From an optimization exercise on the open Yosys and OpenROAD flow, aimed at small area and a short achievable clock period; shortcuts taken in it are not production practice.
Function was checked by simulation only, so behaviour that the tests miss may differ from the original.
Power figures rest on the tool's default switching activity, not on a simulated workload.

==> flow/design.v <==
package cnn_pkg;
    localparam int DATA_W   = 21;
    localparam int POOL_W   = DATA_W - 1;
    localparam int MAX_W    = 256;
    localparam int DIM_W    = 9;
    localparam int LB_DEPTH = MAX_W / 2;
    localparam int LB_AW    = $clog2(LB_DEPTH);
    localparam logic [DIM_W-1:0] MAX_W_DIM = DIM_W'(MAX_W);
    typedef enum logic {
        IDLE = 1'b0,
        RUN  = 1'b1
    } state_t;
endpackage
import cnn_pkg::*;
module pool_line_buffer
(
    input  logic              clk,
    input  logic              sh,
    input  logic [POOL_W-1:0] din,
    input  logic [3:0]        fsel,
    input  logic [3:0]        dsel,
    input  logic [7:0]        csel,
    output logic [POOL_W-1:0] tap
);
    localparam int NF = 4;
    localparam int ND = 12;
    localparam int NC = 111;
    logic [POOL_W-1:0] f [NF];
    logic [POOL_W-1:0] d [ND];
    logic [POOL_W-1:0] c [NC];
    logic [POOL_W-1:0] g1, g2;
    always_comb begin
        g1 = '0;
        for (int i = 0; i < NF; i++) begin
            g1 = g1 | (f[i] & {POOL_W{fsel[i]}});
        end
        g2 = g1 & {POOL_W{dsel[0]}};
        for (int b = 1; b < 4; b++) begin
            g2 = g2 | (d[4*b-1] & {POOL_W{dsel[b]}});
        end
        tap = g2 & {POOL_W{csel[0]}};
        for (int a = 1; a < 8; a++) begin
            tap = tap | (c[16*a-2] & {POOL_W{csel[a]}});
        end
    end
    always_ff @(posedge clk) begin
        if (sh) begin
            f[0] <= din;
            for (int i = 1; i < NF; i++) begin
                f[i] <= f[i-1];
            end
            d[0] <= g1;
            for (int j = 1; j < ND; j++) begin
                d[j] <= d[j-1];
            end
            c[0] <= g2;
            for (int j = 1; j < NC; j++) begin
                c[j] <= c[j-1];
            end
        end
    end
endmodule
import cnn_pkg::*;
module relu_maxpool
(
    input  logic              clk,
    input  logic              rst,
    input  logic              clear,
    input  logic              start,
    input  logic [DIM_W-1:0]  map_width,
    input  logic [DIM_W-1:0]  map_height,
    input  logic [DATA_W-1:0] in_data,
    input  logic              in_valid,
    output logic [POOL_W-1:0] out,
    output logic              done,
    output logic              frame_done,
    output logic              busy,
    output logic              cfg_err
);
    logic               busy_q, done_q, frame_done_q, cfg_err_q;
    logic [DIM_W-1:0]   w_q, ccnt_q, rcnt_q;      
    logic               lastc_q, lastr_q, codd_q, rodd_q;
    logic [POOL_W-1:0]  a_q;                      
    logic [POOL_W-1:0]  pm_q;                     
    logic [POOL_W-1:0]  out_q;
    logic               sh_q;                     
    logic [3:0]         fsel_q, dsel_q;
    logic [7:0]         csel_q;
    logic               p1_q;
    logic               accept, pair_ev, dims_ok;
    logic [POOL_W-1:0]  vraw, y, a_d, tap;
    logic               neg, lb_use, a_y, a_tap, a_en, lastp_q;
    logic [6:0]         sx_q;
    logic [3:0]         fsel_d, dsel_d;
    logic [7:0]         csel_d;
    always_comb begin
        vraw    = in_data[POOL_W-1:0];
        neg     = in_data[DATA_W-1];
        accept  = busy_q && in_valid;
        pair_ev = accept && codd_q;
        dims_ok = (map_width >= DIM_W'(2)) && (map_width <= MAX_W_DIM) &&
                  (map_height >= DIM_W'(2));
        lb_use  = busy_q && (rodd_q ^ lastp_q);
        a_y     = busy_q && (!codd_q || (lb_use && p1_q));
        a_tap   = codd_q && lb_use && !p1_q;
        a_en    = !busy_q || (accept && (codd_q || !lastc_q));
    end
    pool_max_k u_max (.a(a_q), .v(vraw), .neg(neg), .y(y),
                      .k(a_y), .t(tap), .kt(a_tap), .yk(a_d));
    always_comb begin
        fsel_d = '0;
        dsel_d = '0;
        csel_d = '0;
        fsel_d[sx_q[1:0]] = 1'b1;
        dsel_d[sx_q[3:2]] = 1'b1;
        csel_d[sx_q[6:4]] = 1'b1;
    end
    always_ff @(posedge clk) begin
        if (w_q[8]) begin
            sx_q <= 7'd127;
        end else if (w_q[7:1] <= 7'd17) begin
            sx_q <= w_q[7:1] - 7'd2;
        end else begin
            sx_q <= w_q[7:1] - 7'd1;
        end
        p1_q   <= (w_q[8:1] == 8'd1);
        fsel_q <= fsel_d;
        dsel_q <= dsel_d;
        csel_q <= csel_d;
    end
    always_ff @(posedge clk) begin
        if (rst || clear) begin
            busy_q       <= 1'b0;
            done_q       <= 1'b0;
            frame_done_q <= 1'b0;
            out_q        <= '0;
            if (rst) begin
                cfg_err_q <= 1'b0;
            end
        end else begin
            done_q       <= pair_ev && rodd_q;
            frame_done_q <= accept && lastc_q && lastr_q;
            if (!busy_q && start) begin
                if (dims_ok) begin
                    busy_q    <= 1'b1;
                    cfg_err_q <= 1'b0;
                end else begin
                    cfg_err_q <= 1'b1;
                end
            end
            if (accept && lastc_q && lastr_q) begin
                busy_q <= 1'b0;
            end
            if (pair_ev && rodd_q) begin
                out_q <= y;
            end
        end
    end
    always_ff @(posedge clk) begin
        if (!busy_q && start) begin
            w_q     <= map_width;
            ccnt_q  <= map_width;
            rcnt_q  <= map_height;
            lastc_q <= 1'b0;
            lastp_q <= (map_width <= DIM_W'(3));
            lastr_q <= 1'b0;
            codd_q  <= 1'b0;
            rodd_q  <= 1'b0;
        end else if (accept) begin
            if (lastc_q) begin
                ccnt_q  <= w_q;
                lastc_q <= 1'b0;
                lastp_q <= (w_q <= DIM_W'(3));
                codd_q  <= 1'b0;
                rcnt_q  <= rcnt_q - DIM_W'(1);
                lastr_q <= (rcnt_q == DIM_W'(2));
                rodd_q  <= !rodd_q;
            end else begin
                ccnt_q  <= ccnt_q - DIM_W'(1);
                lastc_q <= (ccnt_q == DIM_W'(2));
                lastp_q <= (ccnt_q <= DIM_W'(3));
                codd_q  <= !codd_q;
            end
        end
        if (a_en) begin
            a_q <= a_d;
        end
        if (codd_q) begin
            pm_q <= y;
        end
        sh_q <= pair_ev;
    end
    pool_line_buffer u_line_buf (
        .clk  (clk),
        .sh   (sh_q),
        .din  (pm_q),
        .fsel (fsel_q),
        .dsel (dsel_q),
        .csel (csel_q),
        .tap  (tap)
    );
    assign out        = out_q;
    assign done       = done_q;
    assign frame_done = frame_done_q;
    assign busy       = busy_q;
    assign cfg_err    = cfg_err_q;
endmodule
module pool_max_pfx
(
    input  logic [POOL_W-1:0] a,
    input  logic [POOL_W-1:0] v,
    output logic [POOL_W-2:0] gn,
    output logic [POOL_W-2:0] en
);
    localparam int LV = $clog2(POOL_W);    
    function automatic integer done_lv;
        input integer i;
        integer k;
        begin
            done_lv = 0;
            for (k = 0; k <= LV; k = k + 1) begin
                if (i + (1 << k) < POOL_W) done_lv = k + 1;
            end
        end
    endfunction
    logic [POOL_W-1:0] g [LV+1];
    logic [POOL_W-1:0] e [LV+1];
    logic [POOL_W-1:0] gx, ex;             
    for (genvar i = 0; i < POOL_W; i++) begin : g_bit0
        pool_max_bit u_b (.a(a[i]), .v(v[i]), .g(g[0][i]), .e(e[0][i]));
    end
    for (genvar i = 0; i < POOL_W; i++) begin : g_inv
        if (done_lv(i) < LV) begin : g_x
            pool_max_inv u_i (.a(g[done_lv(i)][i]), .y(gx[i]));
            pool_max_inv u_j (.a(e[done_lv(i)][i]), .y(ex[i]));
        end else begin : g_nx
            assign gx[i] = 1'b0;
            assign ex[i] = 1'b0;
        end
    end
    for (genvar k = 0; k < LV; k++) begin : g_lv
        for (genvar i = 0; i < POOL_W; i++) begin : g_bit
            if (i + (1 << k) < POOL_W) begin : g_comb
                if (k % 2 == 0) begin : g_t
                    pool_max_ct u_c (.gh(g[k][i+(1<<k)]), .eh(e[k][i+(1<<k)]),
                                     .gl(g[k][i]), .el(e[k][i]),
                                     .gn(g[k+1][i]), .en(e[k+1][i]));
                end else begin : g_n
                    pool_max_cn u_c (.gnh(g[k][i+(1<<k)]), .enh(e[k][i+(1<<k)]),
                                     .gnl(g[k][i]), .enl(e[k][i]),
                                     .g(g[k+1][i]), .e(e[k+1][i]));
                end
            end else if ((k + 1 - done_lv(i)) % 2 == 0) begin : g_same
                assign g[k+1][i] = g[done_lv(i)][i];
                assign e[k+1][i] = e[done_lv(i)][i];
            end else begin : g_flip
                assign g[k+1][i] = gx[i];
                assign e[k+1][i] = ex[i];
            end
        end
    end
    for (genvar i = 0; i < POOL_W - 1; i++) begin : g_out
        assign gn[i] = g[LV][i+1];
        assign en[i] = e[LV][i+1];
    end
endmodule
module pool_max_k
(
    input  logic [POOL_W-1:0] a,
    input  logic [POOL_W-1:0] v,
    input  logic              neg,
    output logic [POOL_W-1:0] y,
    input  logic              k,
    input  logic [POOL_W-1:0] t,
    input  logic              kt,
    output logic [POOL_W-1:0] yk
);
    logic [POOL_W-2:0] gn, en;
    pool_max_pfx u_p (.a(a), .v(v), .gn(gn), .en(en));
    for (genvar i = 0; i < POOL_W - 1; i++) begin : g_out
        pool_max_out u_o (.a(a[i]), .v(v[i]), .neg(neg), .gn(gn[i]), .en(en[i]), .y(y[i]));
    end
    assign y[POOL_W-1] = a[POOL_W-1] | (v[POOL_W-1] & ~neg);
    assign yk = (y & {POOL_W{k}}) | (t & {POOL_W{kt}});
endmodule
module pool_max_bit
(
    input  logic a,
    input  logic v,
    output logic g,
    output logic e
);
    assign g = a & ~v;
    assign e = ~(a ^ v);
endmodule
module pool_max_ct
(
    input  logic gh,
    input  logic eh,
    input  logic gl,
    input  logic el,
    output logic gn,
    output logic en
);
    assign gn = ~(gh | (eh & gl));
    assign en = ~(eh & el);
endmodule
module pool_max_cn
(
    input  logic gnh,
    input  logic enh,
    input  logic gnl,
    input  logic enl,
    output logic g,
    output logic e
);
    assign g = ~(gnh & (enh | gnl));
    assign e = ~(enh | enl);
endmodule
module pool_max_inv
(
    input  logic a,
    output logic y
);
    assign y = ~a;
endmodule
module pool_max_out
(
    input  logic a,
    input  logic v,
    input  logic neg,
    input  logic gn,
    input  logic en,
    output logic y
);
    assign y = (a & (neg | ~(gn & en))) | (v & gn & ~neg);
endmodule
==> flow/run.sh <==
#!/bin/bash
# synth_recipe.tcl (not shown) runs the flow's synth.tcl, then flattens the netlist and writes it again
# the make line also repeats each setting of config.mk as NAME=value (left out here)
make -C /OpenROAD-flow-scripts/flow DESIGN_CONFIG=/design/flow/config.mk WORK_HOME=/design/flow/orfs CLKGATE_MAP_FILE= SYNTH_SCRIPT=/design/flow/synth_recipe.tcl finish
==> flow/config.mk <==
export PLATFORM = sky130hd
export DESIGN_NAME = relu_maxpool
export DESIGN_NICKNAME = relu_maxpool
export VERILOG_FILES = /design/flow/design.v
export SDC_FILE = /design/flow/constraint.sdc
export NUM_CORES = 4
export LEC_CHECK = 0
export CAP_MARGIN = 20
export CORE_MARGIN = 2
export CORE_UTILIZATION = 60
export CTS_CLUSTER_DIAMETER = 120
export CTS_CLUSTER_SIZE = 30
export SETUP_SLACK_MARGIN = 3.2
export SLEW_MARGIN = 20
export SYNTH_HIERARCHICAL = 1
==> flow/constraint.sdc <==
create_clock -name core_clock -period 5.5 [get_ports {clk}]
set_input_delay 1.1000 -clock core_clock [delete_from_list [all_inputs] [get_ports {clk}]]
set_output_delay 1.1000 -clock core_clock [all_outputs]
set_load 0.01 [all_outputs]
==> flow_metrics.env, run 1 <==
export IMPL_status="finished clean"
export IMPL_path_clk_slew_ns=0.12
export IMPL_arrival_ns=1.29
export IMPL_final_cell_mix="edfxtp_1, nand2_1, clkbuf_16"
export IMPL_ys_ff_latch=2661
export IMPL_fillers=9075
export IMPL_dpl_cell_area_sq_um=88000
export IMPL_final_util_pct=65.7
export IMPL_fin_nets=3798
export IMPL_wl_per_cell_microns=22.0
export IMPL_synth_edf_count=2609
export IMPL_synth_area_leader_cell="edfxtp_1"
export IMPL_cts_tree="built"
export IMPL_grt_use_met1_pct=28.7
export IMPL_first_global_vias=30344
export IMPL_timing_final_crit_share_pct=43.4
export IMPL_coreArea_sq_um=140000
export IMPL_synth_ff_type="edfxtp_1"
export IMPL_die_area_sq_um=144000
export IMPL_tightest_slew_ns=1.10
export IMPL_synth_area_leaders="edfxtp_1, dfxtp_1, a22oi_1, nand2_1, ha_1"
export IMPL_worst_path_dominant_cell_family="flip-flops"
export IMPL_fin_tns_setup_ns=0
export IMPL_dp_cells=5447
export IMPL_syn_inst=3526
export IMPL_grt_usage_pct=16.8
export IMPL_end_kind="primary output"
export IMPL_totalWireLength_microns=124000
export IMPL_r2r_end="a_q[2]"
export IMPL_cts_inserted_buffers=98
export IMPL_vias=31611
export IMPL_drc_errors=0
export IMPL_power_density_nw_per_um2=343
export IMPL_drtIter0Drc=3550
export IMPL_drv_slew=0
export IMPL_hpwlAfterDp_microns=64400
export IMPL_crit_path_top_delay_cell="edfxtp_1"
export IMPL_synth_area_sq_um=84800
export IMPL_syn_area_per_cell_sq_um=24.0
export IMPL_die_y_microns=380
export IMPL_design_area_sq_um=91900
export IMPL_cp_num_buf_inv=1
export IMPL_syn_nets=3601
export IMPL_layout_drive_gt1_share_pct=12.0
export IMPL_drv_cap=0
export IMPL_diodes=0
export IMPL_met2_usage_pct=23.6
export IMPL_p_leak_uw=0.0243
export IMPL_start_kind="register"
export IMPL_htree_levels=3
export IMPL_dr_pass1_iters=7
export IMPL_yosysSeqAreaShare_pct=93.6
export IMPL_max_freq_mhz=419
export IMPL_seq_area_sq_um=79400
export IMPL_ir_worst_vdd_v=0.000275
export IMPL_antenna_found_initial=3
export IMPL_start_util_pct=60.6
export IMPL_r2r_cells=10
export IMPL_ant_nets=0
export IMPL_r2r_setup_slack_ns=3.17
export IMPL_maxSlewHeadroom_pct=26.8
export IMPL_cts_root_buffer_cell="clkbuf_16"
export IMPL_stdcell_count=5629
export IMPL_synth_async_sr_flop_share_pct=0
export IMPL_setup_violations_final=0
export IMPL_hold_viol=0
export IMPL_grtUsageMet3_pct=2.39
export IMPL_pin_count=68
export IMPL_rows=137
export IMPL_path_cells="buf_2"
export IMPL_rr_startpoint="a_q[10]"
export IMPL_vias_per_cell=5.62
export IMPL_finClkSkew_ns=0.0205
export IMPL_cpPeakStageDelay_ns=0.40
export IMPL_final_common_cell="edfxtp_1"
export IMPL_hp_class="register to register"
export IMPL_yosysUniqueCellTypes=54
export IMPL_worstHoldEndpoint="u_line_buf.c[61][13]"
export IMPL_cts_sinks=2661
export IMPL_synth_top_area_share_pct=92.4
export IMPL_crit_cells=1
export IMPL_grt_setup_unrepaired="true"
export IMPL_hold_start="u_line_buf.c[60][13]"
export IMPL_top_usage_layer="met1"
export IMPL_clk_latency_ns=0.73
export IMPL_die_x_microns=380
export IMPL_numPortBuffers=67
export IMPL_cts_buffer_depth=3
export IMPL_holdPathStages=0
export IMPL_cp_required_ns=4.40
export IMPL_grt_overflow_total=0
export IMPL_dp_slack_ns=1.53
export IMPL_worstSetupPathType="register to primary output"
export IMPL_gp_congestion=0.790
export IMPL_multi_input_area_sq_um=5450
export IMPL_period_minus_slack_ns=2.39
export IMPL_grt_max_degree=223
export IMPL_syn_to_final_growth_pct=8.39
export IMPL_fin_ws_ns=3.11
export IMPL_synth_warnings=16
export IMPL_grt_pass1_wl_microns=186000
export IMPL_critPathMaxFanout=1
layout make-up:
cell class / count / area share, %
Clock buffer: 125 / 2.82
Clock inverter: 5 / 0.0803
Inverter: 75 / 0.316
Multi-Input combinational cell: 720 / 5.93
Sequential cell: 2661 / 86.4
Tap cell: 1876 / 2.55
Timing Repair Buffer: 167 / 1.85
worst max path at each step:
stage           startpoint                 end  slack [ns]
2_1_floorplan         sh_q  u_line_buf.c[0][0]      -12.70
3_3_place_gp   in_data[19]              a_q[3]        1.54
4_1_cts          cfg_err_q             cfg_err        3.03
3_5_place_dp   in_data[19]              a_q[3]        1.53
6_report         cfg_err_q             cfg_err        3.11
5_1_grt          cfg_err_q             cfg_err        3.02
sequential cells by signal (all words and copies together), names as in the netlist, 4 cells and up:
name          cells
u_line_buf.c   2220
u_line_buf.d    240
u_line_buf.f     80
a_q              20
out_q            20
pm_q             20
ccnt_q            9
rcnt_q            9
w_q               9
csel_q            8
sx_q              7
dsel_q            4
fsel_q            4
Yosys stat by module, one instance, submodules excluded:
| module | times used | cells inside |
|---|---|---|
| pool_line_buffer | 1 | 2815 |
| pool_max_bit | 19 | 2 |
| pool_max_cn | 28 | 2 |
| pool_max_ct | 36 | 2 |
| pool_max_inv | 24 | 1 |
| pool_max_k | 1 | 28 |
| pool_max_out | 19 | 3 |
| pool_max_pfx | 1 | 16 |
| relu_maxpool | 1 | 420 |
power breakdown:
part	internal, uW	switching (uW)	total, uW
Sequential	22000	71.4	22100
Clock	3370	5390	8760
Combinational	258	472	731
Total	25600	5930	31600
metrics by stage:
step                      hold WS, ns  total power [uW]
after global routing            0.416             32600
final                           0.412             31600
after detailed placement        0.405             23200
after global placement          0.400             23200
after floorplan                 0.400             22900
after CTS                       0.412             31900
kinds of logic (layout without fill, tap and decap cells):
| logic type | Yosys count | count (layout) | synth area share [%] |
|---|---|---|---|
| AO/OA/AOI/OAI | 337 | 337 | 3.12 |
| buffers and inverters | 145 | 372 | 0.801 |
| XOR/XNOR | 17 | 17 | 0.176 |
| flip-flops | 2661 | 2661 | 93.6 |
| multiplexers | 5 | 5 | 0.0590 |
| adder cells (fa/ha/maj) | 31 | 31 | 0.457 |
| AND/OR/NAND/NOR | 330 | 330 | 1.77 |
timing repair:
action                                  in CTS  in global routing
cloned                                       0                  0
gates resized for setup                    332                 65
pin swaps                                   60                 62
endpoints found under the setup margin    1113                218
buffers inserted                            26                 25
hold buffers                                 0                  0
hold endpoints to repair                     0                  0
layer usage:
metal | share of wire [%] | vias to the layer above
li1 | - | 14277
met1 | 51 | 16600
met2 | 43 | 616
met3 | 4.2 | 118
met4 | 1.6 | 0
met5 | 0 | -
cell usage after synthesis (7+ instances only):
cell type,instances
a21o_1,23
a21oi_1,36
a21oi_2,36
a221o_1,20
a222oi_1,20
a22o_1,19
a22oi_1,101
a32o_1,19
buf_2,12
buf_4,17
buf_6,7
clkbuf_1,31
dfxtp_1,52
edfxtp_1,2609
ha_1,31
inv_1,74
nand2_1,170
nand2b_1,7
nand3_1,25
nand3b_1,19
nor2_1,65
nor4_1,9
o21ai_0,17
o21ai_2,29
xnor2_1,10
xor2_1,7
==> run 2: changes to the inputs <==
--- a/flow/config.mk
+++ b/flow/config.mk
@@ -10,6 +10,6 @@
 export CORE_UTILIZATION = 60
 export CTS_CLUSTER_DIAMETER = 120
 export CTS_CLUSTER_SIZE = 30
-export SETUP_SLACK_MARGIN = 3.2
+export SETUP_SLACK_MARGIN = 3.3
 export SLEW_MARGIN = 20
 export SYNTH_HIERARCHICAL = 1
==> run 2 against run 1 <==
Wire length increased by 2.4%. Critical path depth unchanged. Non-clock buffer count increased by 24. Synthesized cell count unchanged. Area after synthesis unchanged. Sequential share of layout area decreased by 0.48 points. Maximum frequency about the same. Critical path type unchanged. Largest cell class unchanged.
==> flow_metrics.env, run 2 <==
export IMPL_gp_congestion=0.790
export IMPL_first_global_vias=30480
export IMPL_hp_class="register to register"
export IMPL_ys_ff_latch=2661
export IMPL_setup_violations_final=0
export IMPL_synth_warnings=16
export IMPL_cp_required_ns=4.40
export IMPL_cpPeakStageDelay_ns=0.40
export IMPL_yosys_area_share_xor_xnor_pct=0.176
export IMPL_max_freq_mhz=419
export IMPL_seqPwrFrac_pct=69.8
export IMPL_p_sw_uw=5950
export IMPL_synth_ff_type="edfxtp_1"
export IMPL_start_kind="register"
export IMPL_syn_inst=3526
export IMPL_tightest_slew_ns=1.06
export IMPL_cts_sinks=2661
export IMPL_synth_compound_area_share_pct=3.12
export IMPL_synth_area_leader_cell="edfxtp_1"
export IMPL_worst_path_dominant_cell_family="flip-flops"
export IMPL_die_area_sq_um=144000
export IMPL_numPortBuffers=67
export IMPL_critPathMaxFanout=1
export IMPL_drc_errors=0
export IMPL_synth_area_mux_share_pct=0.0590
export IMPL_path_clk_slew_ns=0.12
export IMPL_layout_drive_gt1_share_pct=13.2
export IMPL_syn_to_final_growth_pct=9.00
export IMPL_hold_viol=0
export IMPL_netlist_top_cells_count="edfxtp_1, nand2_1, a22oi_1, inv_1, nor2_1"
export IMPL_cts_root_buffer_cell="clkbuf_16"
export IMPL_crit_path_top_delay_cell="edfxtp_1"
export IMPL_drtIter0Drc=3616
export IMPL_top_register="u_line_buf.c"
export IMPL_synthSimpleGateAreaFrac_pct=1.77
export IMPL_synth_top_area_share_pct=92.4
export IMPL_clk_latency_ns=0.73
export IMPL_synth_area_leaders="edfxtp_1, dfxtp_1, a22oi_1, nand2_1, ha_1"
export IMPL_drv_cap=0
export IMPL_ir_worst_vdd_v=0.000274
export IMPL_pwr_share_comb_pct=2.5
export IMPL_vias_per_cell=5.62
export IMPL_yosysUniqueCellTypes=54
export IMPL_power_density_nw_per_um2=342
export IMPL_worstSetupPathType="register to primary output"
export IMPL_rows=137
export IMPL_die_y_microns=380
export IMPL_period_minus_slack_ns=2.39
export IMPL_diodes=0
export IMPL_synth_most_common_cell="edfxtp_1"
export IMPL_cts_tree="built"
export IMPL_syn_nets=3601
export IMPL_path_cells="buf_2"
export IMPL_coreArea_sq_um=140000
export IMPL_arrival_ns=1.29
export IMPL_grt_setup_unrepaired="true"
export IMPL_status="finished clean"
export IMPL_grt_overflow_total=0
export IMPL_grt_pass1_wl_microns=188000
export IMPL_totalWireLength_microns=127000
export IMPL_ant_nets=0
export IMPL_synth_edf_count=2609
export IMPL_pin_count=68
export IMPL_cts_buffer_depth=3
export IMPL_p_leak_uw=0.0245
export IMPL_timing_final_crit_share_pct=43.4
export IMPL_dr_pass1_iters=7
export IMPL_fin_tns_setup_ns=0
export IMPL_finClkSkew_ns=0.0213
export IMPL_cts_inserted_buffers=98
export IMPL_grt_usage_pct=17.2
export IMPL_synth_adder_area_share_pct=0.457
export IMPL_vias=31772
export IMPL_final_cell_mix="edfxtp_1, nand2_1, clkbuf_16"
export IMPL_antenna_found_initial=3
export IMPL_whs_ns=0.413
export IMPL_largest_reg_flops=2220
export IMPL_synth_top_family_by_area="compound AO/OA/AOI/OAI gates"
export IMPL_synth_async_sr_flop_share_pct=0
export IMPL_maxSlewHeadroom_pct=29.2
export IMPL_final_common_cell="edfxtp_1"
export IMPL_drv_slew=0
export IMPL_fin_nets=3822
export IMPL_cp_num_buf_inv=1
export IMPL_die_x_microns=380
export IMPL_top_regs="u_line_buf.c x2220, u_line_buf.d x240, u_line_buf.f x80"
export IMPL_synth_area_sq_um=84800
export IMPL_yosysSeqAreaShare_pct=93.6
export IMPL_syn_area_per_cell_sq_um=24.0
export IMPL_start_util_pct=60.6
export IMPL_htree_levels=3
export IMPL_end_kind="primary output"
export IMPL_p_clk_share_pct=27.7
export IMPL_hpwlAfterDp_microns=64400
export IMPL_wl_per_cell_microns=22.5
export IMPL_p_int_uw=25700
export IMPL_p_sw_share_pct=18.8
export IMPL_grt_max_degree=223
run 2: final cells by class:
class / count / area [sq um]
repair buffers: 191 / 2090
multi-input cells: 720 / 5570
clock inverters: 5 / 73.8
inverters: 75 / 293
well taps: 1876 / 2350
flip-flops and latches: 2661 / 79500
fillers: 9030 / 47500
clock buffers: 125 / 2600
run 2: cell families after synthesis:
family | count (synthesis)
flip-flops | 2661
AO/OA/AOI/OAI | 337
AND/OR/NAND/NOR | 330
buffers and inverters | 145
adder cells (fa/ha/maj) | 31
XOR/XNOR | 17
multiplexers | 5
run 2: final timing paths:
kind                          end  slack, ns            startpoint  cells past startpoint
min          u_line_buf.c[61][13]       0.41  u_line_buf.c[60][13]                      0
max reg2reg               a_q[10]       3.21             csel_q[1]                      6
max                       cfg_err       3.11             cfg_err_q                      1
min reg2reg  u_line_buf.c[61][13]       0.41  u_line_buf.c[60][13]                      0
run 2: per-module statistics from Yosys (local to each module, per instance):
module            copies in the design  area, sq um
pool_max_inv                        24         3.75
pool_line_buffer                     1        78100
relu_maxpool                         1         4760
pool_max_cn                         28         12.5
pool_max_bit                        19         16.3
pool_max_ct                         36         12.5
pool_max_pfx                         1          120
pool_max_k                           1          235
pool_max_out                        19         21.3
run 2: routing by layer:
metal  up-vias  track usage, %  wire length [microns]
li1      14325               -                      -
met1     16715            29.3                  64500
met2       618            24.2                  55100
met3       114            2.45                   5500
met4         0            3.29                   1940
met5         -               0                      0
run 2: repair_timing:
| item | in CTS | in global routing |
|---|---|---|
| setup buffers | 51 | 21 |
| cloned | 2 | 1 |
| endpoints found under the hold margin | 0 | 0 |
| pin swaps | 96 | 51 |
| hold buffers | 0 | 0 |
| resized for setup | 384 | 67 |
| endpoints found under the setup margin | 1837 | 462 |
run 2: power by group through the flow:
stage	clock, uW	combinational [uW]	sequential (uW)
after floorplan	0	350	22600
after global routing	9760	835	22100
final	8760	777	22100
after detailed placement	0	634	22500
after global placement	0	628	22500
after CTS	9150	749	22100
run 2: stage by stage:
stage               std cells  worst slack, ns  total power, uW  area (sq um)  util [%]
floorplan                3526           -12.70            22900         84800         -
global placement         5447             1.54            23200         87900      62.9
detailed placement       5447             1.53            23200         88000      62.9
CTS                      5630             3.03            32000         91900      65.7
global route             5653             3.02            32700         92400      66.1
finish                   5653             3.11            31600         92400      66.1
==> run 3: changes to the inputs <==
--- a/flow/design.v
+++ b/flow/design.v
@@ -87,7 +87,7 @@
     logic [3:0]         fsel_q, dsel_q;
     logic [7:0]         csel_q;
     logic               p1_q;
-    logic               accept, pair_ev, dims_ok;
+    logic               accept, pair_ev, dims_ok, cfg_ld, cfg_d;
     logic [POOL_W-1:0]  vraw, y, a_d, tap;
     logic               neg, lb_use, a_y, a_tap, a_en, lastp_q;
     logic [6:0]         sx_q;
@@ -134,18 +134,12 @@
             done_q       <= 1'b0;
             frame_done_q <= 1'b0;
             out_q        <= '0;
-            if (rst) begin
-                cfg_err_q <= 1'b0;
-            end
         end else begin
             done_q       <= pair_ev && rodd_q;
             frame_done_q <= accept && lastc_q && lastr_q;
             if (!busy_q && start) begin
                 if (dims_ok) begin
                     busy_q    <= 1'b1;
-                    cfg_err_q <= 1'b0;
-                end else begin
-                    cfg_err_q <= 1'b1;
                 end
             end
             if (accept && lastc_q && lastr_q) begin
@@ -156,6 +150,13 @@
             end
         end
     end
+    always_comb begin
+        cfg_ld = !busy_q && start && !clear;
+        cfg_d  = !rst && ((cfg_ld && !dims_ok) || (!cfg_ld && cfg_err_q));
+    end
+    always_ff @(posedge clk) begin
+        cfg_err_q <= cfg_d;
+    end
     always_ff @(posedge clk) begin
         if (!busy_q && start) begin
             w_q     <= map_width;
==> run 3 against run 2 <==
Worst hold slack lost 0.0025 ns. Die area is the same. Clock-buffer cell count up 2. Sequential power about the same. Largest cell class unchanged.
==> flow_metrics.env, run 3 <==
export IMPL_max_freq_mhz=419
export IMPL_htree_levels=3
export IMPL_synth_top_area_share_pct=92.4
export IMPL_grt_setup_unrepaired="true"
export IMPL_drc_errors=0
export IMPL_final_common_cell="edfxtp_1"
export IMPL_ys_ff_latch=2661
export IMPL_pin_count=68
export IMPL_p_sw_share_pct=18.8
export IMPL_coreArea_sq_um=140000
export IMPL_tightest_slew_ns=1.17
export IMPL_synth_warnings=16
export IMPL_design_area_sq_um=92500
export IMPL_hold_start="u_line_buf.c[7][9]"
export IMPL_cp_required_ns=5.98
export IMPL_rr_startpoint="a_q[17]"
export IMPL_worstSetupPathType="input port to register"
export IMPL_setup_violations_final=0
export IMPL_power_uw=31600
export IMPL_finClkSkew_ns=0.0288
export IMPL_synth_edf_count=2608
export IMPL_die_y_microns=380
export IMPL_hpwlAfterDp_microns=64800
export IMPL_status="finished clean"
export IMPL_grt_usage_pct=17.1
export IMPL_first_global_vias=30634
export IMPL_yosysUniqueCellTypes=53
export IMPL_r2r_setup_slack_ns=3.12
export IMPL_dpl_cell_area_sq_um=88000
export IMPL_syn_to_final_growth_pct=9.11
export IMPL_final_util_pct=66.1
export IMPL_numPortBuffers=67
export IMPL_die_x_microns=380
export IMPL_yosysSeqAreaShare_pct=93.6
export IMPL_power_density_nw_per_um2=342
export IMPL_antenna_found_initial=5
export IMPL_seqPwrFrac_pct=69.8
export IMPL_synth_area_leader_cell="edfxtp_1"
export IMPL_rows=137
export IMPL_hold_viol=0
export IMPL_fin_tns_setup_ns=0
export IMPL_cts_inserted_buffers=98
export IMPL_synth_area_sq_um=84800
export IMPL_die_area_sq_um=144000
export IMPL_final_cell_mix="edfxtp_1, nand2_1, clkbuf_16"
export IMPL_dr_pass1_iters=6
export IMPL_fin_ws_ns=3.11
export IMPL_worstHoldEndpoint="u_line_buf.c[8][9]"
export IMPL_pwr_share_comb_pct=2.4
export IMPL_start_util_pct=60.6
export IMPL_largest_reg_flops=2220
export IMPL_wl_per_cell_microns=22.2
export IMPL_cts_buffer_depth=3
export IMPL_grt_pass1_wl_microns=188000
export IMPL_maxSlewHeadroom_pct=21.8
export IMPL_holdPathStages=0
export IMPL_cts_sinks=2661
export IMPL_r2r_cells=9
export IMPL_path_clk_slew_ns=0.11
export IMPL_totalWireLength_microns=126000
export IMPL_p_leak_uw=0.0246
export IMPL_p_int_uw=25700
export IMPL_fin_nets=3826
export IMPL_top_register="u_line_buf.c"
export IMPL_cts_root_buffer_cell="clkbuf_16"
export IMPL_syn_area_per_cell_sq_um=24.1
export IMPL_critPathMaxFanout=3
export IMPL_period_minus_slack_ns=2.39
export IMPL_cts_tree="built"
export IMPL_p_clk_share_pct=27.8
export IMPL_synth_most_common_cell="edfxtp_1"
export IMPL_ir_worst_vdd_v=0.000270
export IMPL_top_regs="u_line_buf.c x2220, u_line_buf.d x240, u_line_buf.f x80"
export IMPL_vias_per_cell=5.62
export IMPL_r2r_end="a_q[1]"
export IMPL_hp_class="register to register"
export IMPL_arrival_ns=2.87
export IMPL_layout_drive_gt1_share_pct=13.7
export IMPL_gp_congestion=0.793
export IMPL_p_sw_uw=5930
export IMPL_grt_max_degree=212
export IMPL_grt_overflow_total=0
export IMPL_synth_ff_type="edfxtp_1"
export IMPL_vias=31830
export IMPL_synth_area_leaders="edfxtp_1, dfxtp_1, a22oi_1, nand2_1, ha_1"
export IMPL_hold_buffers=0
export IMPL_syn_inst=3519
export IMPL_synth_async_sr_flop_share_pct=0
export IMPL_syn_nets=3595
export IMPL_netlist_top_cells_count="edfxtp_1, nand2_1, a22oi_1, inv_1, nor2_1"
export IMPL_drtIter0Drc=3628
export IMPL_dp_slack_ns=1.63
export IMPL_ant_nets=0
export IMPL_drv_cap=0
export IMPL_clk_latency_ns=0.73
export IMPL_drv_slew=0
export IMPL_timing_final_crit_share_pct=43.4
export IMPL_end_kind="register"
export IMPL_start_kind="input port"
-- run 3: per-stage QoR --
stage	instances	hold slack, ns
4_1_cts	5639	0.402
6_report	5660	0.410
5_1_grt	5659	0.411
2_1_floorplan	3519	0.400
3_3_place_gp	5438	0.400
3_5_place_dp	5439	0.405
-- run 3: cell type report --
| cell class | count | area [sq um] |
|---|---|---|
| clock inverter | 6 | 71.3 |
| clock buffer | 127 | 2630 |
| fill | 9010 | 47400 |
| timing repair buffer | 201 | 2150 |
| antenna | 1 | 2.50 |
| tap | 1876 | 2350 |
| sequential | 2661 | 79500 |
| multi-input combinational | 712 | 5560 |
| inverter | 76 | 302 |
-- run 3: modules after synthesis, one instance, submodules excluded, excerpt --
module,flip-flops and latches,cells,times used
pool_max_ct,0,2,36
pool_max_cn,0,2,28
pool_max_out,0,3,19
pool_max_bit,0,2,19
pool_line_buffer,2540,2815,1
pool_max_k,0,28,1
-- run 3: worst max path at each step --
stage / start / end / slack, ns / cells past startpoint
floorplan: sh_q / u_line_buf.c[0][0] / -12.70 / 0
global placement: in_data[19] / a_q[4] / 1.64 / 10
detailed placement: in_data[19] / a_q[3] / 1.63 / 10
CTS: out_q[11] / out[11] / 3.08 / 1
global route: a_q[18] / a_q[2] / 3.08 / 9
finish: in_data[17] / a_q[1] / 3.11 / 11
-- run 3: repair_timing --
item / 4_1_cts / 5_1_grt
resized for setup: 396 / 73
buffers inserted: 66 / 20
cloned: 1 / 0
pin swaps: 86 / 62
endpoints found under the setup margin: 1563 / 67
endpoints found under the hold margin: 0 / 0
-- run 3: power groups by stage --
stage	sequential, uW	clock [uW]	combinational [uW]
floorplan	22500	0	350
global placement	22500	0	603
detailed placement	22500	0	610
CTS	22100	9170	724
global route	22100	9800	809
finish	22100	8790	750
-- run 3: kinds of logic (layout without fill, tap and decap cells) --
| logic type | count (synthesis) | after routing | synth area share, % |
|---|---|---|---|
| fa+ha+maj | 32 | 32 | 0.472 |
| xor+xnor | 19 | 19 | 0.196 |
| flops | 2661 | 2661 | 93.6 |
| other cells | 0 | 1 | 0 |
| simple gates | 320 | 320 | 1.74 |
| mux | 6 | 6 | 0.0723 |
| compound gates | 335 | 335 | 3.10 |
| buf+inv | 146 | 410 | 0.809 |
-- run 3: routing by layer --
metal  share of wire (%)  track usage [%]  up-vias
li1                    -                -    14339
met1                  50             29.1    16646
met2                  43             23.7      699
met3                 4.9             2.36      146
met4                 2.1             4.18        0
met5                   0                0        -
-- run 3: worst max-delay path, stage by stage --
cell and delay, ns:
buf_2 0.12, inv_2 0.06, ha_4 0.22, a21oi_4 0.24
o21ai_4 0.11, a21oi_2 0.18, o21ai_2 0.08, a21oi_2 0.20
nand3b_1 0.10, a32o_2 0.24, a22o_1 0.21
==> run 4: changes to the inputs <==
--- a/flow/config.mk
+++ b/flow/config.mk
@@ -10,6 +10,6 @@
 export CORE_UTILIZATION = 60
 export CTS_CLUSTER_DIAMETER = 120
 export CTS_CLUSTER_SIZE = 30
-export SETUP_SLACK_MARGIN = 3.3
+export SETUP_SLACK_MARGIN = 3.2
 export SLEW_MARGIN = 20
 export SYNTH_HIERARCHICAL = 1
==> run 4 against run 3 <==
Core utilization is 0.31 points lower. Combinational power decreased by 5.2%. Non-clock buffer count shrank 25. Register-to-register slack better by 0.03 ns. Via count is 0.34% lower. Clock-buffer cell count did not move. Die area stayed put. Critical path type unchanged. Critical endpoint is now a_q[3].
==> flow_metrics.env, run 4 <==
export IMPL_top_register="u_line_buf.c"
export IMPL_path_clk_slew_ns=0.11
export IMPL_die_y_microns=380
export IMPL_rows=137
export IMPL_dpl_cell_area_sq_um=88000
export IMPL_max_freq_mhz=422
export IMPL_start_util_pct=60.6
export IMPL_final_cell_mix="edfxtp_1, nand2_1, clkbuf_16"
export IMPL_pwr_share_comb_pct=2.3
export IMPL_cp_required_ns=5.99
export IMPL_hold_buffers=0
export IMPL_drv_slew=0
export IMPL_vias=31723
export IMPL_wl_per_cell_microns=22.0
export IMPL_syn_area_per_cell_sq_um=24.1
export IMPL_p_clk_share_pct=27.9
export IMPL_whs_ns=0.408
export IMPL_period_minus_slack_ns=2.37
export IMPL_worstSetupPathType="input port to register"
export IMPL_yosysSeqAreaShare_pct=93.6
export IMPL_synth_ff_type="edfxtp_1"
export IMPL_synth_warnings=16
export IMPL_layout_drive_gt1_share_pct=12.6
export IMPL_synth_area_sq_um=84800
export IMPL_yosysUniqueCellTypes=53
export IMPL_status="finished clean"
export IMPL_cts_buffer_depth=3
export IMPL_grt_setup_unrepaired="true"
export IMPL_drtIter0Drc=3822
export IMPL_totalWireLength_microns=124000
export IMPL_top_regs="u_line_buf.c x2220, u_line_buf.d x240, u_line_buf.f x80"
export IMPL_r2r_setup_slack_ns=3.15
export IMPL_cp_endpoint="a_q[3]"
export IMPL_synth_async_sr_flop_share_pct=0
export IMPL_hold_viol=0
export IMPL_power_density_nw_per_um2=343
export IMPL_cts_sinks=2661
export IMPL_rr_startpoint="a_q[19]"
export IMPL_ys_ff_latch=2661
export IMPL_fin_nets=3801
export IMPL_fillers=9070
export IMPL_die_area_sq_um=144000
export IMPL_syn_inst=3519
export IMPL_critPathMaxFanout=3
export IMPL_grt_pass1_wl_microns=186000
export IMPL_synth_most_common_cell="edfxtp_1"
export IMPL_first_global_vias=30466
export IMPL_ant_nets=0
export IMPL_coreArea_sq_um=140000
export IMPL_cts_inserted_buffers=98
export IMPL_p_sw_share_pct=18.8
export IMPL_cts_root_buffer_cell="clkbuf_16"
export IMPL_gp_congestion=0.793
export IMPL_htree_levels=3
export IMPL_start_kind="input port"
export IMPL_largest_reg_flops=2220
export IMPL_r2r_end="a_q[3]"
export IMPL_synth_top_area_share_pct=92.4
export IMPL_pin_count=68
export IMPL_seqPwrFrac_pct=69.9
export IMPL_timing_final_crit_share_pct=43.1
export IMPL_synth_area_leader_cell="edfxtp_1"
export IMPL_hpwlAfterDp_microns=64800
export IMPL_final_common_cell="edfxtp_1"
export IMPL_dp_slack_ns=1.63
export IMPL_synth_area_leaders="edfxtp_1, dfxtp_1, a22oi_1, nand2_1, ha_1"
export IMPL_setup_violations_final=0
export IMPL_netlist_top_cells_count="edfxtp_1, nand2_1, a22oi_1, inv_1, nor2_1"
export IMPL_drv_cap=0
export IMPL_design_area_sq_um=92100
export IMPL_antenna_found_initial=5
export IMPL_numPortBuffers=67
export IMPL_fin_tns_setup_ns=0
export IMPL_dr_pass1_iters=7
export IMPL_cts_tree="built"
export IMPL_p_int_uw=25600
export IMPL_drc_errors=0
export IMPL_grt_max_degree=212
export IMPL_grt_overflow_total=0
export IMPL_syn_nets=3595
export IMPL_p_leak_uw=0.0244
export IMPL_clk_latency_ns=0.72
export IMPL_stdcell_count=5635
export IMPL_ir_worst_vdd_v=0.000269
export IMPL_die_x_microns=380
export IMPL_fin_ws_ns=3.13
export IMPL_vias_per_cell=5.63
export IMPL_tightest_slew_ns=1.10
export IMPL_maxSlewHeadroom_pct=27.0
export IMPL_hp_class="register to register"
export IMPL_startpoint="in_data[17]"
export IMPL_dp_cells=5439
export IMPL_p_sw_uw=5920
export IMPL_arrival_ns=2.86
export IMPL_syn_to_final_growth_pct=8.60
export IMPL_synth_edf_count=2608
export IMPL_end_kind="register"
export IMPL_finClkSkew_ns=0.0268
export IMPL_grt_usage_pct=16.8
export IMPL_r2r_cells=9
[run 4: cells by family (layout without fill, tap and decap cells)]
| group | count (synthesis) | count (layout) | synth area share, % |
|---|---|---|---|
| AND/OR/NAND/NOR | 320 | 320 | 1.74 |
| flip-flops | 2661 | 2661 | 93.6 |
| adder cells (fa/ha/maj) | 32 | 32 | 0.472 |
| other | 0 | 1 | 0 |
| XOR/XNOR | 19 | 19 | 0.196 |
| AO/OA/AOI/OAI | 335 | 335 | 3.10 |
| multiplexers | 6 | 6 | 0.0723 |
| buffers and inverters | 146 | 385 | 0.809 |
[run 4: metal layers]
metal / routed length [microns] / track usage [%]
met1: 62800 / 28.8
met2: 52400 / 23.1
met3: 6290 / 2.37
met4: 2250 / 4.15
met5: 0 / 0
[run 4: modules after synthesis (local to each module, per instance)]
module	area (sq um)	flops+latches
pool_max_pfx	120	0
pool_max_out	21.3	0
relu_maxpool	4760	121
pool_max_inv	3.75	0
pool_max_k	235	0
pool_max_ct	12.5	0
pool_line_buffer	78100	2540
pool_max_cn	12.5	0
pool_max_bit	16.3	0
[run 4: power by group through the flow]
stage               logic [uW]  registers, uW  clock network [uW]
floorplan                  350          22500                   0
finish                     711          22100                8800
detailed placement         610          22500                   0
global route               768          22100                9800
CTS                        687          22100                9170
global placement           603          22500                   0
[run 4: final cells by class]
type | count | area [sq um] | share of cell area (%)
clock buffer | 127 | 2630 | 2.85
sequential | 2661 | 79500 | 86.3
timing repair buffer | 176 | 1830 | 1.99
antenna | 1 | 2.50 | 0.00272
clock inverter | 6 | 71.3 | 0.0774
inverter | 76 | 297 | 0.322
tap | 1876 | 2350 | 2.55
multi-input combinational | 712 | 5460 | 5.93
[run 4: worst min-delay path by stage]
stage	cells after the start	start	endpoint	slack, ns
3_3_place_gp	0	u_line_buf.d[0][4]	u_line_buf.d[1][4]	0.40
3_5_place_dp	0	u_line_buf.c[101][10]	u_line_buf.c[102][10]	0.40
2_1_floorplan	0	u_line_buf.c[99][0]	u_line_buf.c[100][0]	0.40
5_1_grt	0	u_line_buf.c[7][9]	u_line_buf.c[8][9]	0.41
6_report	0	u_line_buf.c[7][9]	u_line_buf.c[8][9]	0.41
4_1_cts	0	u_line_buf.c[20][12]	u_line_buf.c[21][12]	0.40
[run 4: metrics by stage]
stage / power, uW / utilization, %
6_report: 31600 / 65.8
3_3_place_gp: 23100 / 62.9
2_1_floorplan: 22900 / -
5_1_grt: 32600 / 65.8
3_5_place_dp: 23100 / 62.9
4_1_cts: 31900 / 65.5
[run 4: critical path, stage by stage]
cell and delay [ns]:
buf_2 0.10, inv_2 0.05, ha_4 0.27, a21oi_4 0.21, buf_4 0.16, o21ai_4 0.06, a21oi_2 0.17, o21ai_2 0.09
inv_1 0.08, nand3b_1 0.07, a32o_2 0.25, a22o_1 0.23
[run 4: repair_timing]
action | CTS | global route
setup endpoints to repair | 1189 | 214
gates cloned | 0 | 0
gates resized for setup | 352 | 62
setup buffers | 34 | 28
pin swaps | 54 | 45
==> run 5: changes to the inputs <==
--- a/flow/design.v
+++ b/flow/design.v
@@ -84,15 +84,13 @@
     logic [POOL_W-1:0]  pm_q;                     
     logic [POOL_W-1:0]  out_q;
     logic               sh_q;                     
-    logic [3:0]         fsel_q, dsel_q;
-    logic [7:0]         csel_q;
+    logic [3:0]         fsel, dsel;
+    logic [7:0]         csel;
     logic               p1_q;
     logic               accept, pair_ev, dims_ok, cfg_ld, cfg_d;
     logic [POOL_W-1:0]  vraw, y, a_d, tap;
     logic               neg, lb_use, a_y, a_tap, a_en, lastp_q;
     logic [6:0]         sx_q;
-    logic [3:0]         fsel_d, dsel_d;
-    logic [7:0]         csel_d;
     always_comb begin
         vraw    = in_data[POOL_W-1:0];
         neg     = in_data[DATA_W-1];
@@ -108,12 +106,12 @@
     pool_max_k u_max (.a(a_q), .v(vraw), .neg(neg), .y(y),
                       .k(a_y), .t(tap), .kt(a_tap), .yk(a_d));
     always_comb begin
-        fsel_d = '0;
-        dsel_d = '0;
-        csel_d = '0;
-        fsel_d[sx_q[1:0]] = 1'b1;
-        dsel_d[sx_q[3:2]] = 1'b1;
-        csel_d[sx_q[6:4]] = 1'b1;
+        fsel = '0;
+        dsel = '0;
+        csel = '0;
+        fsel[sx_q[1:0]] = 1'b1;
+        dsel[sx_q[3:2]] = 1'b1;
+        csel[sx_q[6:4]] = 1'b1;
     end
     always_ff @(posedge clk) begin
         if (w_q[8]) begin
@@ -124,9 +122,6 @@
             sx_q <= w_q[7:1] - 7'd1;
         end
         p1_q   <= (w_q[8:1] == 8'd1);
-        fsel_q <= fsel_d;
-        dsel_q <= dsel_d;
-        csel_q <= csel_d;
     end
     always_ff @(posedge clk) begin
         if (rst || clear) begin
@@ -195,9 +190,9 @@
         .clk  (clk),
         .sh   (sh_q),
         .din  (pm_q),
-        .fsel (fsel_q),
-        .dsel (dsel_q),
-        .csel (csel_q),
+        .fsel (fsel),
+        .dsel (dsel),
+        .csel (csel),
         .tap  (tap)
     );
     assign out        = out_q;
--- a/flow/config.mk
+++ b/flow/config.mk
@@ -10,6 +10,6 @@
 export CORE_UTILIZATION = 60
 export CTS_CLUSTER_DIAMETER = 120
 export CTS_CLUSTER_SIZE = 30
-export SETUP_SLACK_MARGIN = 3.2
+export SETUP_SLACK_MARGIN = 3.3
 export SLEW_MARGIN = 20
 export SYNTH_HIERARCHICAL = 1
==> run 5 against run 4 <==
Core utilization grew 0.074 points. Still clean on timing, DRC and antenna. Largest cell class unchanged. Non-clock buffer count grew 3. Area after synthesis shrank 0.34%. Wire length increased by 2.5%. Via count increased by 0.36%. Total power shrank 0.32%. Largest power group unchanged. Clock skew is 0.0051 ns higher. Global-route usage grew 0.72 points.
==> flow_metrics.env, run 5 <==
export IMPL_status="finished clean"
export IMPL_max_freq_mhz=376
export IMPL_synth_warnings=16
export IMPL_yosysSeqAreaShare_pct=93.6
export IMPL_netlist_top_cells_count="edfxtp_1, nand2_1, a22oi_1, inv_1, nor2_1"
export IMPL_final_cell_mix="edfxtp_1, nand2_1, clkbuf_16"
export IMPL_layout_drive_gt1_share_pct=13.1
export IMPL_synth_async_sr_flop_share_pct=0
export IMPL_synth_area_sq_um=84500
export IMPL_synth_area_leader_cell="edfxtp_1"
export IMPL_tightest_slew_ns=1.09
export IMPL_ir_worst_vdd_v=0.000273
export IMPL_drtIter0Drc=3647
export IMPL_grt_pass1_wl_microns=188000
export IMPL_synth_top_area_share_pct=92.7
export IMPL_r2r_cells=10
export IMPL_synth_ff_type="edfxtp_1"
export IMPL_vias=31838
export IMPL_syn_area_per_cell_sq_um=24.1
export IMPL_cp_required_ns=5.98
export IMPL_cts_sinks=2645
export IMPL_cts_inserted_buffers=99
export IMPL_top_regs="u_line_buf.c x2220, u_line_buf.d x240, u_line_buf.f x80"
export IMPL_seqPwrFrac_pct=69.6
export IMPL_ant_nets=0
export IMPL_drv_cap=0
export IMPL_synth_edf_count=2608
export IMPL_htree_levels=3
export IMPL_syn_to_final_growth_pct=8.96
export IMPL_fin_nets=3794
export IMPL_pwr_share_comb_pct=2.5
export IMPL_maxSlewHeadroom_pct=27.2
export IMPL_synth_area_leaders="edfxtp_1, a22oi_1, dfxtp_1, nand2_1, ha_1"
export IMPL_largest_reg_flops=2220
export IMPL_first_global_vias=30265
export IMPL_final_common_cell="edfxtp_1"
export IMPL_p_clk_share_pct=27.9
export IMPL_stdcell_count=5633
export IMPL_critPathMaxFanout=7
export IMPL_hold_buffers=0
export IMPL_grt_max_degree=182
export IMPL_worstSetupPathType="register to register"
export IMPL_fin_tns_setup_ns=0
export IMPL_hpwlAfterDp_microns=68700
export IMPL_arrival_ns=3.14
export IMPL_finClkSkew_ns=0.0319
export IMPL_syn_nets=3585
export IMPL_synth_most_common_cell="edfxtp_1"
export IMPL_p_sw_share_pct=18.8
export IMPL_timing_final_crit_share_pct=48.4
export IMPL_p_int_uw=25600
export IMPL_coreArea_sq_um=140000
export IMPL_top_register="u_line_buf.c"
export IMPL_die_area_sq_um=144000
export IMPL_cts_root_buffer_cell="clkbuf_16"
export IMPL_end_kind="register"
export IMPL_antenna_found_initial=4
export IMPL_whs_ns=0.406
export IMPL_holdPathStages=0
export IMPL_dr_pass1_iters=6
export IMPL_r2r_end="a_q[8]"
export IMPL_totalWireLength_microns=127000
export IMPL_p_leak_uw=0.0242
export IMPL_cts_tree="built"
export IMPL_gp_congestion=0.802
export IMPL_hp_class="register to register"
export IMPL_start_kind="register"
export IMPL_syn_inst=3509
export IMPL_fillers=8892
export IMPL_grt_overflow_total=0
export IMPL_die_x_microns=379
export IMPL_path_clk_slew_ns=0.11
export IMPL_p_sw_uw=5910
export IMPL_setup_violations_final=0
export IMPL_startpoint="sx_q[4]"
export IMPL_grt_usage_pct=17.5
export IMPL_hold_viol=0
export IMPL_hold_start="u_line_buf.c[61][1]"
export IMPL_clk_latency_ns=0.74
export IMPL_grt_setup_unrepaired="true"
export IMPL_power_density_nw_per_um2=342
export IMPL_start_util_pct=60.5
export IMPL_rr_startpoint="sx_q[4]"
export IMPL_cts_buffer_depth=3
export IMPL_numPortBuffers=67
export IMPL_r2r_setup_slack_ns=2.84
export IMPL_rows=137
export IMPL_vias_per_cell=5.65
export IMPL_die_y_microns=379
export IMPL_ys_ff_latch=2645
export IMPL_drc_errors=0
export IMPL_dp_cells=5434
export IMPL_worstHoldEndpoint="u_line_buf.c[62][1]"
export IMPL_drv_slew=0
export IMPL_yosysUniqueCellTypes=55
export IMPL_pin_count=68
export IMPL_wl_per_cell_microns=22.5
export IMPL_period_minus_slack_ns=2.66
-- run 5: area by class of cell --
type	count	area [sq um]	share of cell area, %
timing repair buffer	179	1960	2.13
inverter	77	300	0.326
antenna	1	2.50	0.00272
tap	1876	2350	2.55
sequential	2645	79100	85.9
clock inverter	8	133	0.144
multi-input combinational	716	5590	6.07
clock buffer	131	2620	2.84
-- run 5: logic make-up after synthesis --
kind of cell,count (synthesis),share of synthesized area [%]
compound gates,332,3.09
xor+xnor,20,0.207
fa+ha+maj,32,0.474
buf+inv,148,0.816
flops,2645,93.6
mux,8,0.0977
simple gates,324,1.76
-- run 5: metal layers --
layer	share of wire (%)	vias to the layer above	track usage [%]	wire [microns]
li1	-	14273	-	-
met1	51	16738	30.0	64300
met2	43	695	24.4	54700
met3	4.3	132	2.26	5440
met4	1.9	0	3.83	2370
met5	0	-	0	0
-- run 5: modules after synthesis, one instance, submodules excluded --
module            cell area, sq um  copies in the design  flip-flops and latches
pool_line_buffer             78100                     1                    2540
pool_max_bit                  16.3                    19                       0
pool_max_cn                   12.5                    28                       0
pool_max_ct                   12.5                    36                       0
pool_max_inv                  3.75                    24                       0
pool_max_k                     235                     1                       0
pool_max_out                  21.3                    19                       0
pool_max_pfx                   120                     1                       0
relu_maxpool                  4470                     1                     105
-- run 5: how the worst max path moves through the flow --
stage                               endpoint  slack [ns]  cells past startpoint
after floorplan           u_line_buf.c[0][0]      -12.70                      0
after global routing                 a_q[19]        2.75                     12
after detailed placement              a_q[3]        1.54                     10
final                                 a_q[8]        2.84                     10
after CTS                             a_q[2]        2.83                      9
after global placement                a_q[3]        1.53                     10
-- run 5: power groups by stage --
| stage | clock, uW | combinational (uW) | sequential (uW) |
|---|---|---|---|
| after global routing | 9810 | 848 | 21900 |
| after CTS | 9180 | 772 | 21900 |
| after detailed placement | 0 | 660 | 22400 |
| after floorplan | 0 | 356 | 22400 |
| after global placement | 0 | 651 | 22400 |
| final | 8770 | 792 | 21900 |
-- run 5: repair_timing --
item / 4_1_cts / 5_1_grt
endpoints found under the setup margin: 1638 / 87
setup buffers: 42 / 16
gates cloned: 1 / 0
pin swaps: 66 / 38
gates resized for setup: 376 / 65
-- run 5: worst max-delay path: stages (launching register included) --
cell and delay, ns:
dfxtp_4 0.37, inv_4 0.06, ha_4 0.18, nor3_2 0.06, a21oi_2 0.16, nor3_4 0.09, buf_12 0.16, a222oi_1 0.40
nand3_2 0.26, a221o_1 0.44, a22o_1 0.21
-- run 5: metrics by stage --
step	util (%)	worst slack, ns	area [sq um]	total power, uW
finish	65.9	2.84	92100	31500
global route	65.9	2.75	92100	32600
CTS	65.7	2.83	91800	31900
detailed placement	62.8	1.54	87800	23000
global placement	62.8	1.53	87800	23000
floorplan	-	-12.70	84500	22800
==> run 6: changes to the inputs <==
--- a/flow/design.v
+++ b/flow/design.v
@@ -272,12 +272,19 @@
     output logic [POOL_W-1:0] yk
 );
     logic [POOL_W-2:0] gn, en;
+    logic [POOL_W-1:0] ak, tk;
+    logic              negk;
     pool_max_pfx u_p (.a(a), .v(v), .gn(gn), .en(en));
+    assign ak   = a & {POOL_W{k}};
+    assign negk = neg | ~k;
+    assign tk   = t & {POOL_W{kt}};
     for (genvar i = 0; i < POOL_W - 1; i++) begin : g_out
         pool_max_out u_o (.a(a[i]), .v(v[i]), .neg(neg), .gn(gn[i]), .en(en[i]), .y(y[i]));
+        pool_max_outt u_k (.a(ak[i]), .v(v[i]), .neg(negk), .gn(gn[i]), .en(en[i]),
+                           .t(tk[i]), .y(yk[i]));
     end
-    assign y[POOL_W-1] = a[POOL_W-1] | (v[POOL_W-1] & ~neg);
-    assign yk = (y & {POOL_W{k}}) | (t & {POOL_W{kt}});
+    assign y[POOL_W-1]  = a[POOL_W-1] | (v[POOL_W-1] & ~neg);
+    assign yk[POOL_W-1] = ak[POOL_W-1] | (v[POOL_W-1] & ~negk) | tk[POOL_W-1];
 endmodule
 module pool_max_bit
 (
@@ -331,3 +338,15 @@
 );
     assign y = (a & (neg | ~(gn & en))) | (v & gn & ~neg);
 endmodule
+module pool_max_outt
+(
+    input  logic a,
+    input  logic v,
+    input  logic neg,
+    input  logic gn,
+    input  logic en,
+    input  logic t,
+    output logic y
+);
+    assign y = (a & (neg | ~(gn & en))) | (v & gn & ~neg) | t;
+endmodule
==> run 6 against run 5 <==
Wire length is 0.47% higher. Worst hold slack worse by 0.0078 ns. Worst setup slack worse by 0.32 ns. Synthesized cell count is 2.2% higher. Combinational power is 3.9% higher. Total power hardly changed. Clock-buffer cell count is 8 lower.
==> flow_metrics.env, run 6 <==
export IMPL_status="finished clean"
export IMPL_yosysUniqueCellTypes=57
export IMPL_dr_pass1_iters=7
export IMPL_arrival_ns=3.48
export IMPL_syn_nets=3661
export IMPL_worstSetupPathType="register to register"
export IMPL_synth_area_leaders="edfxtp_1, a22oi_1, dfxtp_1, nand2_1, ha_1"
export IMPL_first_global_vias=30719
export IMPL_start_kind="register"
export IMPL_pin_count=68
export IMPL_gp_congestion=0.795
export IMPL_drtIter0Drc=3353
export IMPL_grt_overflow_total=0
export IMPL_hold_buffers=0
export IMPL_die_area_sq_um=145000
export IMPL_synth_most_common_cell="edfxtp_1"
export IMPL_die_x_microns=380
export IMPL_finClkSkew_ns=0.0402
export IMPL_timing_final_crit_share_pct=54.3
export IMPL_top_register="u_line_buf.c"
export IMPL_hold_viol=0
export IMPL_dpl_cell_area_sq_um=88300
export IMPL_numPortBuffers=67
export IMPL_tightest_slew_ns=1.03
export IMPL_synth_async_sr_flop_share_pct=0
export IMPL_hp_class="register to register"
export IMPL_max_freq_mhz=335
export IMPL_drv_cap=0
export IMPL_totalWireLength_microns=127000
export IMPL_path_clk_slew_ns=0.12
export IMPL_wl_per_cell_microns=22.3
export IMPL_syn_area_per_cell_sq_um=23.7
export IMPL_yosysSeqAreaShare_pct=93.0
export IMPL_ys_ff_latch=2645
export IMPL_cpPeakStageDelay_ns=0.38
export IMPL_fin_nets=3876
export IMPL_synth_warnings=16
export IMPL_clk_latency_ns=0.73
export IMPL_rows=138
export IMPL_cts_buffer_depth=3
export IMPL_start_util_pct=60.3
export IMPL_die_y_microns=380
export IMPL_vias_per_cell=5.65
export IMPL_cp_required_ns=5.99
export IMPL_fin_tns_setup_ns=0
export IMPL_whs_ns=0.398
export IMPL_end_kind="register"
export IMPL_grt_setup_unrepaired="true"
export IMPL_p_leak_uw=0.0244
export IMPL_grt_usage_pct=17.2
export IMPL_ant_nets=0
export IMPL_path_cells="inv_4 > ha_4 > xnor2_4 > and2_4 > buf_12 > buf_4 > a222oi_1 > nand3_2 > a221o_1 > and2_1 > a221o_1"
export IMPL_design_area_sq_um=92800
export IMPL_cts_tree="built"
export IMPL_drv_slew=0
export IMPL_synth_area_sq_um=85000
export IMPL_setup_violations_final=0
export IMPL_vias=32302
export IMPL_syn_inst=3585
export IMPL_maxSlewHeadroom_pct=31.0
export IMPL_final_common_cell="edfxtp_1"
export IMPL_crit_path_top_delay_cell="dfxtp_2"
export IMPL_coreArea_sq_um=141000
export IMPL_synth_ff_type="edfxtp_1"
export IMPL_drc_errors=0
export IMPL_critPathMaxFanout=7
export IMPL_top_regs="u_line_buf.c x2220, u_line_buf.d x240, u_line_buf.f x80"
export IMPL_layout_drive_gt1_share_pct=13.9
export IMPL_cts_inserted_buffers=98
export IMPL_final_cell_mix="edfxtp_1, nand2_1, clkbuf_16"
export IMPL_cts_root_buffer_cell="clkbuf_16"
export IMPL_period_minus_slack_ns=2.98
export IMPL_netlist_top_cells_count="edfxtp_1, nand2_1, a22oi_1, inv_1, nor2_1"
export IMPL_power_density_nw_per_um2=339
export IMPL_largest_reg_flops=2220
export IMPL_synth_top_area_share_pct=92.1
export IMPL_crit_top_cell="a221o_1"
export IMPL_final_util_pct=65.8
export IMPL_fillers=9088
export IMPL_htree_levels=3
export IMPL_ir_worst_vdd_v=0.000293
export IMPL_synth_area_leader_cell="edfxtp_1"
export IMPL_synth_edf_count=2608
export IMPL_grt_max_degree=194
export IMPL_syn_to_final_growth_pct=9.10
export IMPL_hpwlAfterDp_microns=67700
export IMPL_cts_sinks=2645
export IMPL_grt_pass1_wl_microns=190000
export IMPL_antenna_found_initial=6
## run 6: final timing paths
kind	from	endpoint	slack, ns	depth (start not counted)
setup reg to reg	sx_q[5]	a_q[16]	2.52	11
setup / recovery	sx_q[5]	a_q[16]	2.52	11
hold reg to reg	u_line_buf.d[6][11]	u_line_buf.d[7][11]	0.40	0
hold / removal	u_line_buf.d[6][11]	u_line_buf.d[7][11]	0.40	0
## run 6: worst max-delay path, delay by kind of cell, from the launching register on
| kind | cells | cell delay [ns] |
|---|---|---|
| DFF | 1 | 0.38 |
| and+or+nand+nor | 3 | 0.62 |
| adders and majority gates | 1 | 0.20 |
| AOI/OAI and AO/OA | 3 | 1.00 |
| buffers and inverters | 3 | 0.37 |
| xor gates and xnor gates | 1 | 0.14 |
## run 6: cells by family (layout without fill, tap and decap cells)
kind of cell | after synthesis | count (layout) | synth area share, %
AOI/OAI and AO/OA | 332 | 332 | 3.10
xor gates and xnor gates | 20 | 20 | 0.206
and+or+nand+nor | 400 | 400 | 2.36
buffers and inverters | 148 | 392 | 0.796
other | 0 | 1 | 0
adders and majority gates | 32 | 32 | 0.471
DFF | 2645 | 2645 | 93.0
muxes | 8 | 8 | 0.0971
## run 6: cell type report
type	count	area (sq um)	area share, %
Multi-Input combinational cell	792	6230	6.72
Timing Repair Buffer	186	2050	2.21
Tap cell	1890	2360	2.55
Clock buffer	123	2600	2.80
Sequential cell	2645	79100	85.3
Clock inverter	6	92.6	0.0998
Inverter	77	309	0.333
Antenna cell	1	2.50	0.00270
## run 6: Yosys stat by module (local to each module, per instance)
module | flops+latches | copies in the design | area [sq um] | cells
pool_line_buffer | 2540 | 1 | 78100 | 2815
pool_max_bit | 0 | 19 | 16.3 | 2
pool_max_cn | 0 | 28 | 12.5 | 2
pool_max_ct | 0 | 36 | 12.5 | 2
pool_max_inv | 0 | 24 | 3.75 | 1
pool_max_k | 0 | 1 | 312 | 47
pool_max_out | 0 | 19 | 21.3 | 3
pool_max_outt | 0 | 19 | 23.8 | 3
pool_max_pfx | 0 | 1 | 120 | 16
relu_maxpool | 105 | 1 | 4470 | 403
## run 6: power breakdown
| part | internal, uW | switching (uW) |
|---|---|---|
| Sequential | 21900 | 45.0 |
| Combinational | 309 | 514 |
| Clock | 3390 | 5350 |
## run 6: repair_timing
action / in CTS / in global routing
cloned: 1 / 2
pin swaps: 72 / 76
resized for setup: 379 / 102
buffers inserted: 39 / 29
setup endpoints to repair: 1518 / 233
hold endpoints to repair: 0 / 0
## run 6: per-layer routing
layer / GRT usage (%) / routed length, microns / up-vias
met3: 2.46 / 6080 / 152
met5: 0 / 0 / -
met2: 23.9 / 54500 / 727
met4: 4.16 / 2870 / 0
met1: 29.3 / 64000 / 16899
li1: - / - / 14524
## run 6: per-stage QoR
| stage | instances | total power [uW] | worst slack, ns |
|---|---|---|---|
| final | 5720 | 31500 | 2.52 |
| after global routing | 5719 | 32500 | 2.42 |
| after CTS | 5688 | 31800 | 2.52 |
| after detailed placement | 5519 | 23000 | 1.54 |
| after global placement | 5519 | 23000 | 1.52 |
| after floorplan | 3585 | 22800 | -12.70 |

## what the ideal ports hide
Ports are ideal in the flow. The routed layouts listed here were re-timed in OpenROAD. Step 1 (the two cells are an assumption about what drives the block):
set clk [get_ports {clk}]
set_driving_cell -lib_cell sky130_fd_sc_hd__clkbuf_16 $clk
set_driving_cell -lib_cell sky130_fd_sc_hd__buf_2 [delete_from_list [all_inputs] $clk]
Step 2 moves the port delays by t, midway between the first and last clock arrival at a register: inputs arrive t later, outputs are due t later. That takes back most of the time a late clock gives input paths. a / b / c = no drivers / after step 1 / after step 2; a / b = the first two.
run	t, ns	setup slack, ns	worst hold slack (ns)
run 1	0.800	3.113 / 3.036 / 2.375	0.412 / 0.412 / 0.412
run 2	0.799	3.115 / 3.040 / 2.396	0.413 / 0.413 / 0.413
run 3	0.797	3.111 / 3.062 / 2.367	0.410 / 0.410 / 0.410
run 4	0.795	3.129 / 3.066 / 2.380	0.408 / 0.408 / 0.408
run 5	0.794	2.837 / 2.837 / 2.284	0.406 / 0.406 / 0.406
run 6	0.793	2.516 / 2.516 / 2.194	0.398 / 0.398 / 0.398
After both steps every run listed still meets setup and hold. For run 4, which loses most, drivers alone change the setup slack by -0.063 ns; drivers and shift together by -0.749 ns.
